This is an optimization exercise on Yosys and OpenROAD, whose aim is small area and a short achievable clock period, not a production implementation.
In this exercise RTL edits were held to simulation tests only and were not proved equivalent to the original.

==> flow/design.v <==
package j1_pkg;
  typedef enum logic [4:0] {
    OP_T     = 5'd0,
    OP_N     = 5'd1,
    OP_ADD   = 5'd2,
    OP_AND   = 5'd3,
    OP_OR    = 5'd4,
    OP_XOR   = 5'd5,
    OP_INV   = 5'd6,
    OP_EQ    = 5'd7,
    OP_LT    = 5'd8,
    OP_ASR1  = 5'd9,
    OP_SHL1  = 5'd10,
    OP_R     = 5'd11,
    OP_SUB   = 5'd12,
    OP_IODIN = 5'd13,
    OP_DEPTH = 5'd14,
    OP_ULT   = 5'd15,
    OP_DIN   = 5'd16,
    OP_BYTE  = 5'd17,
    OP_SHR   = 5'd18,
    OP_SHL   = 5'd19,
    OP_BREV  = 5'd20,
    OP_MULL  = 5'd21,
    OP_MULH  = 5'd22,
    OP_EINT  = 5'd23,
    OP_DINT  = 5'd24
  } alu_op_e;
  typedef enum logic [2:0] {
    FN_NONE = 3'd0,
    FN_T2N  = 3'd1,
    FN_T2R  = 3'd2,
    FN_WR16 = 3'd3,
    FN_IOW  = 3'd4,
    FN_IOR  = 3'd5,
    FN_WR8  = 3'd6
  } func_e;
  localparam logic [2:0] CLS_JMP  = 3'b000;
  localparam logic [2:0] CLS_CJMP = 3'b001;
  localparam logic [2:0] CLS_CALL = 3'b010;
  localparam logic [2:0] CLS_ALU  = 3'b011;
endpackage
module j1_stack
#(
  parameter int WIDTH = 16,
  parameter int DEPTH = 32
) (
  input  logic                     clk,
  input  logic                     reset,
  input  logic                     we,
  input  logic [WIDTH-1:0]         wd,
  input  logic [1:0]               delta,
  output logic [WIDTH-1:0]         rd,
  output logic [$clog2(DEPTH)-1:0] sp,
  output logic                     wrap
);
  localparam int AW = $clog2(DEPTH);
  logic [WIDTH-1:0]  mem [DEPTH];
  logic signed [AW+1:0] sum;
  logic [AW-1:0]     sp_n;
  assign sum  = $signed({2'b00, sp}) + $signed({{AW{delta[1]}}, delta});
  assign sp_n = sum[AW-1:0];
  assign wrap = sum[AW+1] | sum[AW];
  assign rd   = mem[sp];
  always_ff @(posedge clk or posedge reset) begin
    if (reset) sp <= '0;
    else       sp <= sp_n;
  end
  always_ff @(posedge clk) begin
    if (we) mem[sp_n] <= wd;
  end
endmodule
import j1_pkg::*;
module j1_core_p
#(
  parameter int WIDTH   = 32,
  parameter int DDEPTH  = 32,
  parameter int RDEPTH  = 32,
  parameter int CODE_AW = 13,
  parameter int IRQ_VEC = 1
) (
  input  logic               clk,
  input  logic               reset,
  input  logic [15:0]        insn,
  output logic [CODE_AW-1:0] code_addr,
  output logic [15:0]        mem_addr,
  output logic [15:0]        mem_raddr,
  output logic [WIDTH-1:0]   dout,
  input  logic [WIDTH-1:0]   din,
  input  logic [WIDTH-1:0]   io_din,
  output logic               mem_wr16,
  output logic               mem_wr8,
  output logic               io_wr,
  output logic               io_rd,
  input  logic               irq,
  output logic               irq_ack,
  output logic               fault
);
  localparam int DAW = $clog2(DDEPTH);
  localparam int RAW = $clog2(RDEPTH);
  localparam int SHW = $clog2(WIDTH);
  logic [CODE_AW-1:0] pc, pc_n, pc_inc, target;
  logic [WIDTH-1:0]   t, t_n, n, r, alu_out, brev;
  logic [2*WIDTH-1:0] prod;
  logic               reboot, take_irq, exec, is_alu, ret;
  logic [2:0]         cls;
  logic [4:0]         op;
  logic [2:0]         func;
  logic [DAW-1:0]     dsp;
  logic [RAW-1:0]     unused_rsp;
  logic               d_we, r_we, d_wrap, r_wrap;
  logic [1:0]         d_delta, r_delta;
  logic [WIDTH-1:0]   d_wd, r_wd;
  assign cls    = insn[15:13];
  assign op     = insn[12:8];
  assign func   = insn[6:4];
  assign ret    = insn[7];
  assign is_alu = (cls == CLS_ALU);
  assign target = CODE_AW'(insn[12:0]);
  assign pc_inc = pc + 1'b1;
  logic ie;
  assign take_irq = irq & ie & ~reboot;
  always_ff @(posedge clk or posedge reset) begin
    if (reset)                             ie <= 1'b0;
    else if (take_irq)                     ie <= 1'b0;
    else if (exec && is_alu && op == OP_EINT) ie <= 1'b1;
    else if (exec && is_alu && op == OP_DINT) ie <= 1'b0;
  end
  assign exec    = ~reboot & ~take_irq;
  assign irq_ack = take_irq;
  assign prod = {{WIDTH{1'b0}}, n} * {{WIDTH{1'b0}}, t};
  always_comb begin
    brev = '0;
    for (int i = 0; i < WIDTH; i++) brev[i] = t[WIDTH-1-i];
  end
  always_comb begin
    alu_out = t;
    case (op)
      OP_T:     alu_out = t;
      OP_N:     alu_out = n;
      OP_ADD:   alu_out = t + n;
      OP_AND:   alu_out = t & n;
      OP_OR:    alu_out = t | n;
      OP_XOR:   alu_out = t ^ n;
      OP_INV:   alu_out = ~t;
      OP_EQ:    alu_out = {WIDTH{n == t}};
      OP_LT:    alu_out = {WIDTH{$signed(n) < $signed(t)}};
      OP_ASR1:  alu_out = {t[WIDTH-1], t[WIDTH-1:1]};
      OP_SHL1:  alu_out = {t[WIDTH-2:0], 1'b0};
      OP_R:     alu_out = r;
      OP_SUB:   alu_out = n - t;
      OP_IODIN: alu_out = io_din;
      OP_DEPTH: alu_out = WIDTH'(dsp);
      OP_ULT:   alu_out = {WIDTH{n < t}};
      OP_DIN:   alu_out = din;
      OP_BYTE:  alu_out = WIDTH'(t[0] ? din[15:8] : din[7:0]);
      OP_SHR:   alu_out = n >> t[SHW-1:0];
      OP_SHL:   alu_out = n << t[SHW-1:0];
      OP_BREV:  alu_out = brev;
      OP_MULL:  alu_out = prod[WIDTH-1:0];
      OP_MULH:  alu_out = prod[2*WIDTH-1:WIDTH];
      default:  alu_out = t;
    endcase
  end
  always_comb begin
    pc_n = pc_inc;
    if (reboot)        pc_n = '0;
    else if (take_irq) pc_n = CODE_AW'(IRQ_VEC);
    else if (insn[15]) pc_n = pc_inc;
    else begin
      case (cls)
        CLS_JMP, CLS_CALL: pc_n = target;
        CLS_CJMP:          pc_n = (t == '0) ? target : pc_inc;
        default:           if (ret) pc_n = r[CODE_AW:1];
      endcase
    end
  end
  always_comb begin
    t_n = t;
    if (exec) begin
      if (insn[15])              t_n = WIDTH'(insn[14:0]);
      else if (cls == CLS_CJMP)  t_n = n;
      else if (is_alu)           t_n = alu_out;
    end
  end
  always_comb begin
    d_we    = 1'b0;
    d_delta = 2'b00;
    d_wd    = t;
    r_we    = 1'b0;
    r_delta = 2'b00;
    r_wd    = t;
    if (take_irq) begin
      r_we    = 1'b1;
      r_delta = 2'b01;
      r_wd    = WIDTH'({pc, 1'b0});
    end else if (exec) begin
      if (insn[15]) begin
        d_we    = 1'b1;
        d_delta = 2'b01;
      end else begin
        case (cls)
          CLS_CJMP: d_delta = 2'b11;
          CLS_CALL: begin
            r_we    = 1'b1;
            r_delta = 2'b01;
            r_wd    = WIDTH'({pc_inc, 1'b0});
          end
          CLS_ALU: begin
            d_we    = (func == FN_T2N);
            d_delta = insn[1:0];
            r_we    = (func == FN_T2R);
            r_delta = insn[3:2];
          end
          default: ;
        endcase
      end
    end
  end
  j1_stack #(.WIDTH(WIDTH), .DEPTH(DDEPTH)) u_dstack (
    .clk   (clk),
    .reset (reset),
    .we    (d_we),
    .wd    (d_wd),
    .delta (d_delta),
    .rd    (n),
    .sp    (dsp),
    .wrap  (d_wrap)
  );
  j1_stack #(.WIDTH(WIDTH), .DEPTH(RDEPTH)) u_rstack (
    .clk   (clk),
    .reset (reset),
    .we    (r_we),
    .wd    (r_wd),
    .delta (r_delta),
    .rd    (r),
    .sp    (unused_rsp),
    .wrap  (r_wrap)
  );
  always_ff @(posedge clk or posedge reset) begin
    if (reset) begin
      pc     <= '0;
      t      <= '0;
      reboot <= 1'b1;
      fault  <= 1'b0;
    end else begin
      pc     <= pc_n;
      t      <= t_n;
      reboot <= 1'b0;
      fault  <= fault | d_wrap | r_wrap;
    end
  end
  assign code_addr = pc_n;
  assign mem_addr  = t[15:0];
  assign mem_raddr = t_n[15:0];
  assign dout      = n;
  assign mem_wr16  = exec & is_alu & (func == FN_WR16);
  assign mem_wr8   = exec & is_alu & (func == FN_WR8);
  assign io_wr     = exec & is_alu & (func == FN_IOW);
  assign io_rd     = exec & is_alu & (func == FN_IOR);
endmodule
==> flow/run.sh <==
#!/bin/bash
# synth_recipe.tcl (not shown) runs the flow's synth.tcl, then flattens the netlist and writes it again
# the make line also repeats each setting of config.mk as NAME=value (left out here)
make -C /OpenROAD-flow-scripts/flow DESIGN_CONFIG=/design/flow/config.mk WORK_HOME=/design/flow/orfs CLKGATE_MAP_FILE= SYNTH_SCRIPT=/design/flow/synth_recipe.tcl finish
==> flow/config.mk <==
export PLATFORM = sky130hd
export DESIGN_NAME = j1_core_p
export DESIGN_NICKNAME = j1_core_p
export VERILOG_FILES = /design/flow/design.v
export SDC_FILE = /design/flow/constraint.sdc
export NUM_CORES = 4
export LEC_CHECK = 0
export CAP_MARGIN = 20
export CORE_MARGIN = 2
export CORE_UTILIZATION = 35
export SETUP_SLACK_MARGIN = 0.2
export SLEW_MARGIN = 20
==> flow/constraint.sdc <==
create_clock -name core_clock -period 14.0 [get_ports {clk}]
set_input_delay 2.8000 -clock core_clock [delete_from_list [all_inputs] [get_ports {clk}]]
set_output_delay 2.8000 -clock core_clock [all_outputs]
set_load 0.01 [all_outputs]
==> summary.md <==
| Metric | Value |
|---|---|
| # IOs | between 150 and 200 |
| CORE AREA | around 0.36 sq mm |
| Flop2flop setup slack | roughly 3.1 ns |
| R2R depth | 35 |
| Final period utilization | around 98% |
| Via count | between 80000 and 90000 |
| CTS tree | yes |
| Met3 Use GR | 7.32% |
| Post-synthesis cell type count | 98 |
| Cell Area, Synth | roughly 0.13 sq mm |
| Worst-path clk slew | about 0.060 ns |
| First-pass GRT wire length | 703000 um |
| Slowest CP cell | or4b_2 |
| Placed instance count | between 10000 and 15000 |
| Vias in the first global route | around 88000 |
| Final setup violation count | 0 |
| Place WS | about 0.21 ns |
| Clock latency (worst-skew pair) | just over 0.9 ns |
| Number of H-tree levels | 4 |
| Post-Layout Cell Count | roughly 15000 |
| Slew at the pin with the worst max-slew slack | 1.38 ns |
| Iter 0 DRT Violations | between 10000 and 15000 |
| Hold Startpoint | fault |
| Layer with the highest usage | met2 |
| Top-area cell type share of the netlist area | between 40% and 50% |
| Vias per cell | 5.88 |
| Die ar. | between 0.3 and 0.4 sq mm |
| RSZ-0062 raised after global routing | yes |
| CTS root buffer | clkbuf_16 |
| YS warnings | 2 |
| Critical path class | reg -> out |
| Synthesized instance count | about 9500 |
| M1 GR Usage | between 30% and 40% |
| Top cells by area, synth | edfxtp_1 49%, fa_1 14%, mux4_2 6.2% |
| R2R Path End | t[18] |
| Die Wd | 602 um |
| Tmin final | between 10 and 15 ns |
| Syn-to-layout area delta | 14.9% |
| Routed Antenna Nets | 0 |
| Outcome | timing/DRC/antenna clean |
| CP most frequent cell | fa_1 |
| Layout net count | roughly 11000 |
| Share of flip-flops with an asynchronous set or reset | under 10% |
| Startpoint types | flop |
| Multi-input combinational cell area | 0.0574 sq mm |
| F_max | ~73 MHz |
| WHS Endpoint | fault |
| Initial antenna violation count | 47 |
| Synth Flop Type | edfxtp_1 |
| Bufs on Longest Clock Path | 4 |
| Die Y | approximately 600 um |
| Met2 track demand over resource | between 40% and 50% |
| Detailed Place HPWL | 356000 um |
| DRC | 0 |
| Final WS setup | 0.223 ns |
| WHS Path Cells | 1 |
| GRT Util Overall | around 28% |
| Crit Path Max Fanout | 22 |
| Initial core utilization | 35.2% |
| Fraction of layout cells with a size suffix above 1 | between 10% and 20% |
| Total global routing overflow | 0 |
| CTS buffer count | roughly 220 |
| Area leader, netlist | edfxtp_1 |
| Worst EP required | around 11 ns |
| Largest stage delay on the critical path | ~0.64 ns |
| Post-synthesis sequential area ratio | slightly above 50% |
| Slew HR | 8.16% |
| Synth Register Bits | 2106 |
| Clock skew | between 0.1 and 0.15 ns |
| Critical Path AT | between 10 and 15 ns |
| IO Port Bufs | 165 |
| Fin. max-slew vios | 0 |
| Sequential Area | ~0.063 sq mm |
| Avg Cell Area, Syn | roughly 13 sq um |
| Hold crit path type | reg -> reg |
| Largest net degree at the start of global routing | ~110 |
| First drt pass iteration count | 7 |
| Post-synth EDFFs | 2048 |
| Filler cell count in the final layout | roughly 33000 |
| Routed WL | between 500000 and 600000 um |
| Crit path capture type | primary output |
| Max-cap violations | 0 |
| Routed len/inst | 34.4 um |
| RD Place Congestion | ~1.1 |
| Rows | 219 |
| CTS Sinks | 2106 |
| Syn nets | ~11000 |
| Final Hold Vio Count | 0 |
| Reg2Reg Launch Point | u_dstack.sp[0] |
cells in the mapped netlist, types with 78 or more instances:
library cell and n:
mux2i_1 579, buf_1 79, nor2_1 870, o22ai_1 155, edfxtp_1 2048, nand3_1 165, nand2_1 756, a21oi_1 278
a22oi_1 144, o21ai_0 179, ha_1 375, nor3_1 82, inv_1 965, clkbuf_1 407, mux4_2 343, fa_1 899
a221oi_1 83, buf_2 78
metrics by stage:
| stage | hold slack, ns | util [%] | TNS, ns | cell area (sq um) |
|---|---|---|---|---|
| after floorplan | 0.508 | - | 0 | 125000 |
| after global placement | 0.475 | 37.9 | -0.910 | 135000 |
| after detailed placement | 0.480 | 37.9 | 0 | 135000 |
| after CTS | 0.494 | 40.2 | 0 | 143000 |
| after global routing | 0.530 | 40.4 | 0 | 144000 |
| final | 0.489 | 40.4 | 0 | 144000 |
worst max-delay path: cells and delay by family (launching register included):
family | cells | cell delay [ns]
AOI/OAI and AO/OA | 8 | 1.66
xor gates and xnor gates | 1 | 0.22
adders and majority gates | 9 | 4.39
buffers and inverters | 10 | 1.38
DFF | 1 | 0.51
muxes | 1 | 0.13
and+or+nand+nor | 6 | 1.67
registers in the layout (all words and copies together) (netlist names):
register	flops
t	32
u_rstack.sp	5
fault	1
ie	1
u_dstack.mem	1024
pc	13
u_dstack.sp	5
u_rstack.mem	1024
reboot	1
placed cells by master (no fill, tap or decap), drive strengths merged, types with 107 or more instances in the layout:
master            n
nand2           756
ha              375
a21oi           278
nor2            870
a22oi           144
inv             977
o22ai           155
mux2i           579
fa              899
buf             569
nand3           172
mux4            343
clkinv          107
clkbuf          274
clkdlybuf4s50   156
edfxtp         2048
o21ai           186
area by class of cell:
cell class,count,share of cell area [%]
clock inverters,123,0.802
inverters,992,2.63
clock buffers,266,3.96
multi-input cells,5803,39.8
diodes,18,0.0313
repair buffers,739,4.82
flip-flops and latches,2106,43.8
well taps,4751,4.13
metal layers:
metal,vias up,part of all wire (%),wire length (um)
met3,1339,11,53900
li1,34900,-,-
met1,45300,38,193000
met4,16,7.3,37300
met5,-,0.019,97
met2,5387,44,224000
repair_timing:
action                     in CTS  in global routing
hold buffers                    0                  0
cloned                          8                  3
buffers inserted               25                  9
resized for setup             201                120
pin swaps                      15                 25
setup endpoints to repair      16                 15
how the worst max path moves through the flow:
stage	start	endpoint
finish	u_dstack.sp[0]	mem_raddr[5]
global route	u_dstack.sp[0]	mem_raddr[14]
CTS	u_dstack.sp[0]	mem_raddr[14]
detailed placement	u_dstack.sp[0]	mem_raddr[1]
global placement	u_dstack.sp[0]	mem_raddr[14]
floorplan	u_dstack.sp[0]	mem_raddr[14]
cells by family after synthesis:
logic type	Yosys count	share of synthesized area, %
multiplexers	947	11.0
other	1	0.00299
adder cells (fa/ha/maj)	1274	18.1
buffers and inverters	1626	5.30
flip-flops	2106	50.3
AO/OA/AOI/OAI	1297	7.01
XOR/XNOR	88	0.615
AND/OR/NAND/NOR	2196	7.66

[static timing again, ports no longer ideal]
Ports are ideal in the flow. The routed layout listed here was re-timed in OpenROAD.
Step 1, drivers: a clkbuf_16 drives clk and a buf_2 each remaining input, both assumed.
Step 2 also shifts input and output timing later by t, the mid clock arrival at the registers, as if the neighbouring blocks saw the same clock.
a / b / c = ideal / step 1 / step 2; a / b = the first two.
t, ns: 0.966
setup slack, ns: 0.223 / 0.140 / 1.105
hold slack, ns: 0.489 / 0.489 / 0.489
worst register clock-pin slew, ns: 0.10 / 0.10
pins driven straight from the clock port: 1
After both steps setup and hold are still met in this run. For this run, drivers alone change the setup slack by -0.083 ns; drivers and shift together by +0.882 ns.
